This is an optimization exercise on Yosys and OpenROAD, whose aim is small area, a short achievable clock period and few clock cycles per item, not a production implementation.
Where RTL was checked, it was by simulation tests only, not by an equivalence proof against the original.

== job 6092 ==
==> module sdf_stage1, before the edit <==
module sdf_stage1 (
  input  logic                      clk,
  input  fft8_pkg::index_t          count_up,
  input  logic signed [13-1:0] in_re,
  input  logic signed [13-1:0] in_im,
  output logic signed [13:0]   out_re,
  output logic signed [13:0]   out_im
);
  localparam int W  = 13 + 1;
  localparam int W1 = W + 1;
  localparam int W2 = W + 2;
  localparam int W3 = W + 3;
  logic signed [13-1:0] b_re, b_im;
  logic signed [W-1:0]       dl_re [4];
  logic signed [W-1:0]       dl_im [4];
  logic signed [W-1:0]       a_re, a_im, bw_re, bw_im;
  logic [W-1:0]              sum_re, sum_im, dif_re, dif_im;
  logic [W-1:0]              e0, e1;
  logic                      bfly, swap, cin_n, odd, inj;
  logic [W:0]                st_s, st_t;
  logic signed [W:0]         sa_q;
  logic signed [W+3:0]       f_d, f_q;
  logic [W+2:0]              m_d;
  always_ff @(posedge clk) begin
    bfly  <= count_up[2];
    swap  <= count_up[1];
    cin_n <= !count_up[1];
    odd   <= count_up[0];
    inj   <= !count_up[2] && !count_up[0];
  end
  assign a_re  = dl_re[3];
  assign a_im  = dl_im[3];
  assign bw_re = W'(b_re);
  assign bw_im = W'(b_im);
  bk_add #(W) u_sum_re (.a(a_re), .b(bw_re), .ci(1'b0), .s(sum_re));
  bk_add #(W) u_sum_im (.a(a_im), .b(bw_im), .ci(1'b0), .s(sum_im));
  bk_add #(W, 1'b1) u_dif_re (.a(a_re), .b(~bw_re), .ci(cin_n), .s(dif_re));
  bk_add #(W) u_dif_im (.a(a_im), .b(~bw_im), .ci(1'b1), .s(dif_im));
  assign e0 = swap ? dif_im : dif_re;
  assign e1 = swap ? ~dif_re : dif_im;
  bk_add #(W+1) u_s (.a(W1'(dl_re[0])), .b(W1'(dl_im[0])), .ci(1'b0), .s(st_s));
  bk_add #(W+1) u_t (.a(~(W1'(dl_re[1]))), .b(W1'(dl_im[1])), .ci(1'b1), .s(st_t));
  assign f_d[1:0] = sa_q[1:0];
  bk_add #(W+2) u_x5 (.a(W2'(sa_q >>> 2)), .b(W2'(sa_q)), .ci(1'b0), .s(f_d[W+3:2]));
  bk_add #(W+3) u_x9 (.a(W3'(f_q >>> 3)), .b(W3'(f_q)), .ci(1'b0), .s(m_d));
  always_ff @(posedge clk) begin
    b_re     <= in_re;
    b_im     <= in_im;
    dl_re[0] <= bfly ? e0 : bw_re;
    dl_im[0] <= bfly ? e1 : bw_im;
    for (int i = 1; i < 3; i++) begin
      dl_re[i] <= dl_re[i-1];
      dl_im[i] <= dl_im[i-1];
    end
    dl_re[3] <= inj ? m_d[W+2:3] : dl_re[2];
    dl_im[3] <= dl_im[2];
    sa_q     <= odd ? st_t : st_s;
    f_q      <= f_d;
    out_re   <= bfly ? sum_re : a_re;
    if (bfly) begin
      out_im <= sum_im;
    end else if (odd) begin
      out_im <= m_d[W+2:3];
    end else begin
      out_im <= a_im;
    end
  end
endmodule
make LEC_CHECK=0 CAP_MARGIN=20 CORE_MARGIN=2 CORE_UTILIZATION=65 CTS_CLUSTER_DIAMETER=100 CTS_CLUSTER_SIZE=24 SETUP_SLACK_MARGIN=5.0 SLEW_MARGIN=20 finish   # period 8.0 ns
run.sh (not shown) runs the stock make flow with config.mk's settings and CLKGATE_MAP_FILE= SYNTH_SCRIPT=/design/flow/synth_recipe.tcl, a recipe that flattens the netlist after the stock synthesis.
Testbench counts of job 6092, summed over its fixed seeds: cycles 4,200, frames 512.
## Diff of input files: job 2736 against job 6092
--- a/flow/design.v
+++ b/flow/design.v
@@ -115,9 +115,10 @@
   logic signed [W-1:0]       a_re, a_im, bw_re, bw_im;
   logic [W-1:0]              sum_re, sum_im, dif_re, dif_im;
   logic [W-1:0]              e0, e1;
   logic                      bfly, swap, cin_n, odd, inj;
-  logic [W:0]                st_s, st_t;
+  logic signed [W-1:0]       src_re, src_im;
+  logic [W:0]                ax, st;
   logic signed [W:0]         sa_q;
   logic signed [W+3:0]       f_d, f_q;
   logic [W+2:0]              m_d;
   always_ff @(posedge clk) begin
@@ -136,10 +137,12 @@
   bk_add #(W, 1'b1) u_dif_re (.a(a_re), .b(~bw_re), .ci(cin_n), .s(dif_re));
   bk_add #(W) u_dif_im (.a(a_im), .b(~bw_im), .ci(1'b1), .s(dif_im));
   assign e0 = swap ? dif_im : dif_re;
   assign e1 = swap ? ~dif_re : dif_im;
-  bk_add #(W+1) u_s (.a(W1'(dl_re[0])), .b(W1'(dl_im[0])), .ci(1'b0), .s(st_s));
-  bk_add #(W+1) u_t (.a(~(W1'(dl_re[1]))), .b(W1'(dl_im[1])), .ci(1'b1), .s(st_t));
+  assign src_re = odd ? dl_re[1] : dl_re[0];
+  assign src_im = odd ? dl_im[1] : dl_im[0];
+  assign ax     = odd ? ~(W1'(src_re)) : W1'(src_re);
+  bk_add #(W+1, 1'b1) u_st (.a(ax), .b(W1'(src_im)), .ci(odd), .s(st));
   assign f_d[1:0] = sa_q[1:0];
   bk_add #(W+2) u_x5 (.a(W2'(sa_q >>> 2)), .b(W2'(sa_q)), .ci(1'b0), .s(f_d[W+3:2]));
   bk_add #(W+3) u_x9 (.a(W3'(f_q >>> 3)), .b(W3'(f_q)), .ci(1'b0), .s(m_d));
   always_ff @(posedge clk) begin
@@ -152,9 +155,9 @@
       dl_im[i] <= dl_im[i-1];
     end
     dl_re[3] <= inj ? m_d[W+2:3] : dl_re[2];
     dl_im[3] <= dl_im[2];
-    sa_q     <= odd ? st_t : st_s;
+    sa_q     <= st;
     f_q      <= f_d;
     out_re   <= bfly ? sum_re : a_re;
     if (bfly) begin
       out_im <= sum_im;
==> comparison <==
Higher sum of routed wire length over all layers goes to job 6092 over job 2736.
Diff job 6092 -> job 2736: length of routed wiring on met1 went down.
Global routing usage on met1 in job 2736 is 1.2 points lower than in job 6092
The lower post-route worst setup slack came out of job 2736.
Comparing clock insertion delay at the later pin of the skew report for job 2736 and job 6092, the smaller number came from job 2736.
Relative to job 6092, the post-synthesis average cell area measured on job 2736 has increased slightly.
When job 2736 is measured against job 6092, its core utilization turns out 1.2 points higher.
Compared with job 6092, job 2736 shows cell count that has gone down slightly.
Only the layout flow was run in job 2736; the RTL was not checked for function there.


The RTL this note starts from:
==> flow/design.v <==
package fft8_pkg;
  typedef logic signed [13-1:0] sample_t;
  typedef logic signed [16-1:0] result_t;
  typedef logic [3-1:0] index_t;
endpackage
`timescale 1ns/1ns
module sample_counter (
  input  logic              clk,
  input  logic              rst_n,
  input  logic              hold,
  output fft8_pkg::index_t  count,
  output fft8_pkg::index_t  count_d
);
  assign count_d = hold ? count : count + 1'b1;
  always_ff @(posedge clk or negedge rst_n) begin
    if (!rst_n) begin
      count <= '1;
    end else begin
      count <= count_d;
    end
  end
endmodule
`timescale 1ns/1ns
module frame_ctrl (
  input  logic             clk,
  input  logic             rst_n,
  input  logic             valid_in,
  input  fft8_pkg::index_t count,
  output logic             hold,
  output logic             ready,
  output logic             valid_out
);
  logic ready_q;
  logic act_q;     
  logic mid_q;     
  logic busy;
  logic accept;
  assign ready  = ready_q;
  assign accept = ready_q && valid_in;
  assign busy   = act_q || mid_q || valid_out;
  assign hold   = ready_q && !valid_in && !busy;
  always_ff @(posedge clk or negedge rst_n) begin
    if (!rst_n) begin
      ready_q   <= 1'b1;
      act_q     <= 1'b0;
      mid_q     <= 1'b0;
      valid_out <= 1'b0;
    end else begin
      ready_q <= (count == 3'd6) || hold;
      act_q   <= accept || (act_q && (count != 3'd7));
      if (count == 3'd4) begin
        mid_q     <= act_q;
        valid_out <= mid_q;
      end
    end
  end
endmodule
`timescale 1ns/1ns
module bk_add #(
  parameter int W = 16
) (
  input  logic [W-1:0] a,
  input  logic [W-1:0] b,
  input  logic         ci,
  output logic [W-1:0] s
);
  logic [W-1:0] g, p, gg, pp;
  always_comb begin
    g  = a & b;
    p  = a ^ b;
    gg = g;
    pp = p;
    gg[0] = g[0] | (p[0] & ci);
    for (int l = 0; (2 << l) <= W; l++) begin
      for (int i = (2 << l) - 1; i < W; i += (2 << l)) begin
        gg[i] = gg[i] | (pp[i] & gg[i - (1 << l)]);
        pp[i] = pp[i] & pp[i - (1 << l)];
      end
    end
    for (int l = 4; l >= 0; l--) begin
      for (int i = 3 * (1 << l) - 1; i < W; i += (2 << l)) begin
        gg[i] = gg[i] | (pp[i] & gg[i - (1 << l)]);
        pp[i] = pp[i] & pp[i - (1 << l)];
      end
    end
    s = p ^ {gg[W-2:0], ci};
  end
endmodule
module sdf_stage1 (
  input  logic                      clk,
  input  logic                      rst_n,
  input  logic                      hold,
  input  fft8_pkg::index_t          count_d,
  input  logic signed [13-1:0] in_re,
  input  logic signed [13-1:0] in_im,
  output logic signed [13:0]   out_re,
  output logic signed [13:0]   out_im
);
  localparam int W  = 13 + 1;
  localparam int W1 = W + 1;
  localparam int W2 = W + 2;
  localparam int W3 = W + 3;
  logic signed [13-1:0] b_re, b_im;
  logic signed [W-1:0]       dl_re [4];
  logic signed [W-1:0]       dl_im [4];
  logic signed [W-1:0]       a_re, a_im, bw_re, bw_im;
  logic [W-1:0]              sum_re, sum_im, dif_re, dif_im;
  logic [W-1:0]              e0, e1;
  logic                      bfly, bfly_n, swap, swap_n, odd, odd_n, odd_t, inj;
  logic signed [W-1:0]       src_re, src_im;
  logic [W:0]                ax, ay, as;
  logic signed [W:0]         sa_q;
  logic signed [W+3:0]       f_d, f_q;
  logic [W+2:0]              m_d;
  always_ff @(posedge clk) begin
    {bfly, swap, odd}       <= count_d;
    {bfly_n, swap_n, odd_n} <= ~count_d;
    inj                     <= !count_d[2] && !count_d[0];
  end
  always_ff @(posedge clk or negedge rst_n) begin
    if (!rst_n) begin
      odd_t <= 1'b1;
    end else begin
      odd_t <= hold || !odd_t;
    end
  end
  assign a_re  = dl_re[3];
  assign a_im  = dl_im[3];
  assign bw_re = W'(b_re);
  assign bw_im = W'(b_im);
  bk_add #(W) u_sum_re (.a(a_re), .b(bw_re), .ci(1'b0), .s(sum_re));
  bk_add #(W) u_sum_im (.a(a_im), .b(bw_im), .ci(1'b0), .s(sum_im));
  bk_add #(W) u_dif_re (.a(a_re), .b(~bw_re), .ci(swap_n), .s(dif_re));
  bk_add #(W) u_dif_im (.a(a_im), .b(~bw_im), .ci(1'b1), .s(dif_im));
  assign e0 = swap ? dif_im : dif_re;
  assign e1 = swap_n ? dif_im : ~dif_re;
  assign src_re = odd ? dl_re[1] : dl_re[0];
  assign src_im = odd ? dl_im[1] : dl_im[0];
  assign ax = odd_n ? W1'(src_re) : ~(W1'(src_re));
  assign ay = W1'(src_im);
  bk_add #(W+1) u_st (.a(ax), .b(ay), .ci(!odd_n), .s(as));
  assign f_d[1:0] = sa_q[1:0];
  bk_add #(W+2) u_x5 (.a(W2'(sa_q >>> 2)), .b(W2'(sa_q)), .ci(1'b0), .s(f_d[W+3:2]));
  bk_add #(W+3) u_x9 (.a(W3'(f_q >>> 3)), .b(W3'(f_q)), .ci(1'b0), .s(m_d));
  always_ff @(posedge clk) begin
    b_re     <= in_re;
    b_im     <= in_im;
    dl_re[0] <= bfly ? e0 : bw_re;
    dl_im[0] <= bfly ? e1 : bw_im;
    for (int i = 1; i < 3; i++) begin
      dl_re[i] <= dl_re[i-1];
      dl_im[i] <= dl_im[i-1];
    end
    dl_re[3] <= inj ? m_d[W+2:3] : dl_re[2];
    dl_im[3] <= dl_im[2];
    sa_q <= as;
    f_q  <= f_d;
    out_re <= bfly_n ? a_re : sum_re;
    if (!bfly_n) begin
      out_im <= sum_im;
    end else if (odd_t) begin
      out_im <= m_d[W+2:3];
    end else begin
      out_im <= a_im;
    end
  end
endmodule
module sdf_stage2 (
  input  logic                      clk,
  input  logic                      hold,
  input  fft8_pkg::index_t          count_d,
  input  logic signed [13:0]   in_re,
  input  logic signed [13:0]   in_im,
  output logic signed [13+1:0] out_re,
  output logic signed [13+1:0] out_im
);
  localparam int W = 13 + 2;
  logic signed [W-1:0] dl_re [2];
  logic signed [W-1:0] dl_im [2];
  logic signed [W-1:0] a_re, a_im, b_re, b_im;
  logic [W-1:0]        sum_re, sum_im, dif_re, dif_im;
  logic                bfly, bfly_n, swap, swap_n;
  always_ff @(posedge clk) begin
    bfly   <= (count_d[1] == count_d[0]);
    bfly_n <= (count_d[1] != count_d[0]);
    swap   <= (count_d[1:0] == 2'd0);
    swap_n <= (count_d[1:0] != 2'd0);
  end
  assign a_re = dl_re[1];
  assign a_im = dl_im[1];
  assign b_re = W'(in_re);
  assign b_im = W'(in_im);
  bk_add #(W) u_sum_re (.a(a_re), .b(b_re), .ci(1'b0), .s(sum_re));
  bk_add #(W) u_sum_im (.a(a_im), .b(b_im), .ci(1'b0), .s(sum_im));
  bk_add #(W) u_dif_re (.a(a_re), .b(~b_re), .ci(swap_n), .s(dif_re));
  bk_add #(W) u_dif_im (.a(a_im), .b(~b_im), .ci(1'b1), .s(dif_im));
  always_ff @(posedge clk) begin
    if (bfly) begin
      dl_re[0] <= swap ? dif_im : dif_re;
      dl_im[0] <= swap_n ? dif_im : ~dif_re;
    end else begin
      dl_re[0] <= b_re;
      dl_im[0] <= b_im;
    end
    if (bfly_n) begin
      out_re   <= a_re;
      out_im   <= a_im;
    end else begin
      out_re   <= sum_re;
      out_im   <= sum_im;
    end
    dl_re[1] <= dl_re[0];
    dl_im[1] <= dl_im[0];
  end
endmodule
module sdf_stage3 (
  input  logic                      clk,
  input  logic                      rst_n,
  input  logic                      hold,
  input  fft8_pkg::index_t          count_d,
  input  logic signed [13+1:0] in_re,
  input  logic signed [13+1:0] in_im,
  output fft8_pkg::result_t         out_re,
  output fft8_pkg::result_t         out_im
);
  localparam int W = 16;
  logic signed [W-1:0] dl_re, dl_im;
  logic signed [W-1:0] b_re, b_im;
  logic [W-1:0]        sum_re, sum_im, dif_re, dif_im;
  logic                bfly, bfly_n;
  always_ff @(posedge clk or negedge rst_n) begin
    if (!rst_n) begin
      bfly   <= 1'b1;
      bfly_n <= 1'b0;
    end else begin
      bfly   <= hold || !bfly;
      bfly_n <= !hold && !bfly_n;
    end
  end
  assign b_re = W'(in_re);
  assign b_im = W'(in_im);
  bk_add #(W) u_sum_re (.a(dl_re), .b(b_re), .ci(1'b0), .s(sum_re));
  bk_add #(W) u_sum_im (.a(dl_im), .b(b_im), .ci(1'b0), .s(sum_im));
  bk_add #(W) u_dif_re (.a(dl_re), .b(~b_re), .ci(1'b1), .s(dif_re));
  bk_add #(W) u_dif_im (.a(dl_im), .b(~b_im), .ci(1'b1), .s(dif_im));
  assign out_re = bfly ? sum_re : dl_re;
  assign out_im = bfly ? sum_im : dl_im;
  always_ff @(posedge clk) begin
    dl_re <= bfly_n ? b_re : dif_re;
    dl_im <= bfly_n ? b_im : dif_im;
  end
endmodule
`timescale 1ns/1ns
module reorder_buffer (
  input  logic              clk,
  input  fft8_pkg::index_t  count_d,
  input  fft8_pkg::result_t wr_re,
  input  fft8_pkg::result_t wr_im,
  output fft8_pkg::result_t rd_re,
  output fft8_pkg::result_t rd_im
);
  fft8_pkg::result_t line_re [3];
  fft8_pkg::result_t line_im [3];
  logic              direct, direct_n;
  always_ff @(posedge clk) begin
    direct   <= count_d[2] && count_d[0];
    direct_n <= !(count_d[2] && count_d[0]);
  end
  always_ff @(posedge clk) begin
    line_re[0] <= direct ? line_re[2] : wr_re;
    line_im[0] <= direct ? line_im[2] : wr_im;
    line_re[1] <= line_re[0];
    line_im[1] <= line_im[0];
    line_re[2] <= line_re[1];
    line_im[2] <= line_im[1];
    rd_re      <= direct_n ? line_re[2] : wr_re;
    rd_im      <= direct_n ? line_im[2] : wr_im;
  end
endmodule
`timescale 1ns/1ns
module fft8_top (
  input  logic              clk,
  input  logic              rst_n,
  input  logic              valid_in,
  input  fft8_pkg::sample_t data_in_re,
  input  fft8_pkg::sample_t data_in_im,
  output logic              ready,
  output logic              valid_out,
  output fft8_pkg::result_t data_out_re,
  output fft8_pkg::result_t data_out_im
);
  fft8_pkg::index_t          count;
  fft8_pkg::index_t          count_d;
  logic                      hold;
  logic signed [13:0]   s1_re, s1_im;
  logic signed [13+1:0] s2_re, s2_im;
  fft8_pkg::result_t         s3_re, s3_im;
  sample_counter u_counter (
    .clk   (clk),
    .rst_n (rst_n),
    .hold  (hold),
    .count   (count),
    .count_d (count_d)
  );
  frame_ctrl u_ctrl (
    .clk       (clk),
    .rst_n     (rst_n),
    .valid_in  (valid_in),
    .count     (count),
    .hold      (hold),
    .ready     (ready),
    .valid_out (valid_out)
  );
  sdf_stage1 u_stage1 (
    .clk    (clk),
    .rst_n  (rst_n),
    .hold   (hold),
    .count_d(count_d),
    .in_re  (data_in_re),
    .in_im  (data_in_im),
    .out_re (s1_re),
    .out_im (s1_im)
  );
  sdf_stage2 u_stage2 (
    .clk    (clk),
    .hold   (hold),
    .count_d(count_d),
    .in_re  (s1_re),
    .in_im  (s1_im),
    .out_re (s2_re),
    .out_im (s2_im)
  );
  sdf_stage3 u_stage3 (
    .clk    (clk),
    .rst_n  (rst_n),
    .hold   (hold),
    .count_d(count_d),
    .in_re  (s2_re),
    .in_im  (s2_im),
    .out_re (s3_re),
    .out_im (s3_im)
  );
  reorder_buffer u_reorder (
    .clk    (clk),
    .count_d(count_d),
    .wr_re (s3_re),
    .wr_im (s3_im),
    .rd_re (data_out_re),
    .rd_im (data_out_im)
  );
endmodule
Settings: LEC_CHECK=0, CAP_MARGIN=20, CORE_MARGIN=2, CORE_UTILIZATION=65, SETUP_SLACK_MARGIN=4.5, SLEW_MARGIN=20; clock period 8.0 ns.
The starting point produced a clean layout.
Then changed:
--- a/flow/design.v
+++ b/flow/design.v
@@ -69,20 +69,16 @@
     g  = a & b;
     p  = a ^ b;
     gg = g;
     pp = p;
     gg[0] = g[0] | (p[0] & ci);
-    for (int l = 0; (2 << l) <= W; l++) begin
-      for (int i = (2 << l) - 1; i < W; i += (2 << l)) begin
-        gg[i] = gg[i] | (pp[i] & gg[i - (1 << l)]);
-        pp[i] = pp[i] & pp[i - (1 << l)];
-      end
-    end
-    for (int l = 4; l >= 0; l--) begin
-      for (int i = 3 * (1 << l) - 1; i < W; i += (2 << l)) begin
-        gg[i] = gg[i] | (pp[i] & gg[i - (1 << l)]);
-        pp[i] = pp[i] & pp[i - (1 << l)];
+    for (int l = 0; (1 << l) < W; l++) begin
+      for (int i = 0; i < W; i++) begin
+        if ((i >> l) & 1) begin
+          gg[i] = gg[i] | (pp[i] & gg[((i >> l) << l) - 1]);
+          pp[i] = pp[i] & pp[((i >> l) << l) - 1];
+        end
       end
     end
     s = p ^ {gg[W-2:0], ci};
   end
 endmodule
Effect: First-iteration DRC count came out higher by 57%. Setup slack gets better by 0.070 ns. Clock skew is about the same. Flip-flop and latch count does not change. Sequential share of layout area came out higher by 0.14 points. Via count came out higher by about 7%. Routed wire length came out higher by 3.5%. Design area came out lower by about 0.5%. Register-to-register slack gets better by 0.07 ns. Synthesized area came out higher by 1.0%.
No run of this note included a check of the RTL's function; only the layout flow was run.

-- static timing again, ports no longer ideal --
No port has a modelled driver above. Below, the same layouts with a new extraction and two added sets of constraints.
Step 1: set_driving_cell puts a clkbuf_16 on clk and a buf_2 on each other input, an assumption about the parent block.
Step 2 also shifts input and output timing later by t, the mid clock arrival at the registers, as if the neighbouring blocks saw the same clock.
Slacks: no drivers / after step 1 / after step 2; pairs: no drivers / after step 1.
| run | t, ns | setup WS [ns] | hold WS [ns] | worst slew at a driven data input, ns | cell pins on the clock port's net |
|---|---|---|---|---|---|
| job 6092 | 0.615 | 5.107 / 5.090 / 5.107 | 0.328 / 0.328 / 0.328 | 0.04 | 1 |
| job 2736 | 0.587 | 5.071 / 5.071 / 5.071 | 0.324 / 0.324 / 0.324 | 0.04 | 1 |
| the first run of note 2 | 0.609 | 4.596 / 4.596 / 4.210 | 0.322 / 0.322 / 0.322 | 0.05 | 1 |
| the second run of note 2 | 0.621 | 4.666 / 4.666 / 4.282 | 0.322 / 0.322 / 0.322 | 0.08 | 1 |
After both steps setup and hold are still met in every run listed. The setup slack of the first run of note 2, which loses most, moves by 0.000 ns with the drivers and by -0.386 ns with both steps.
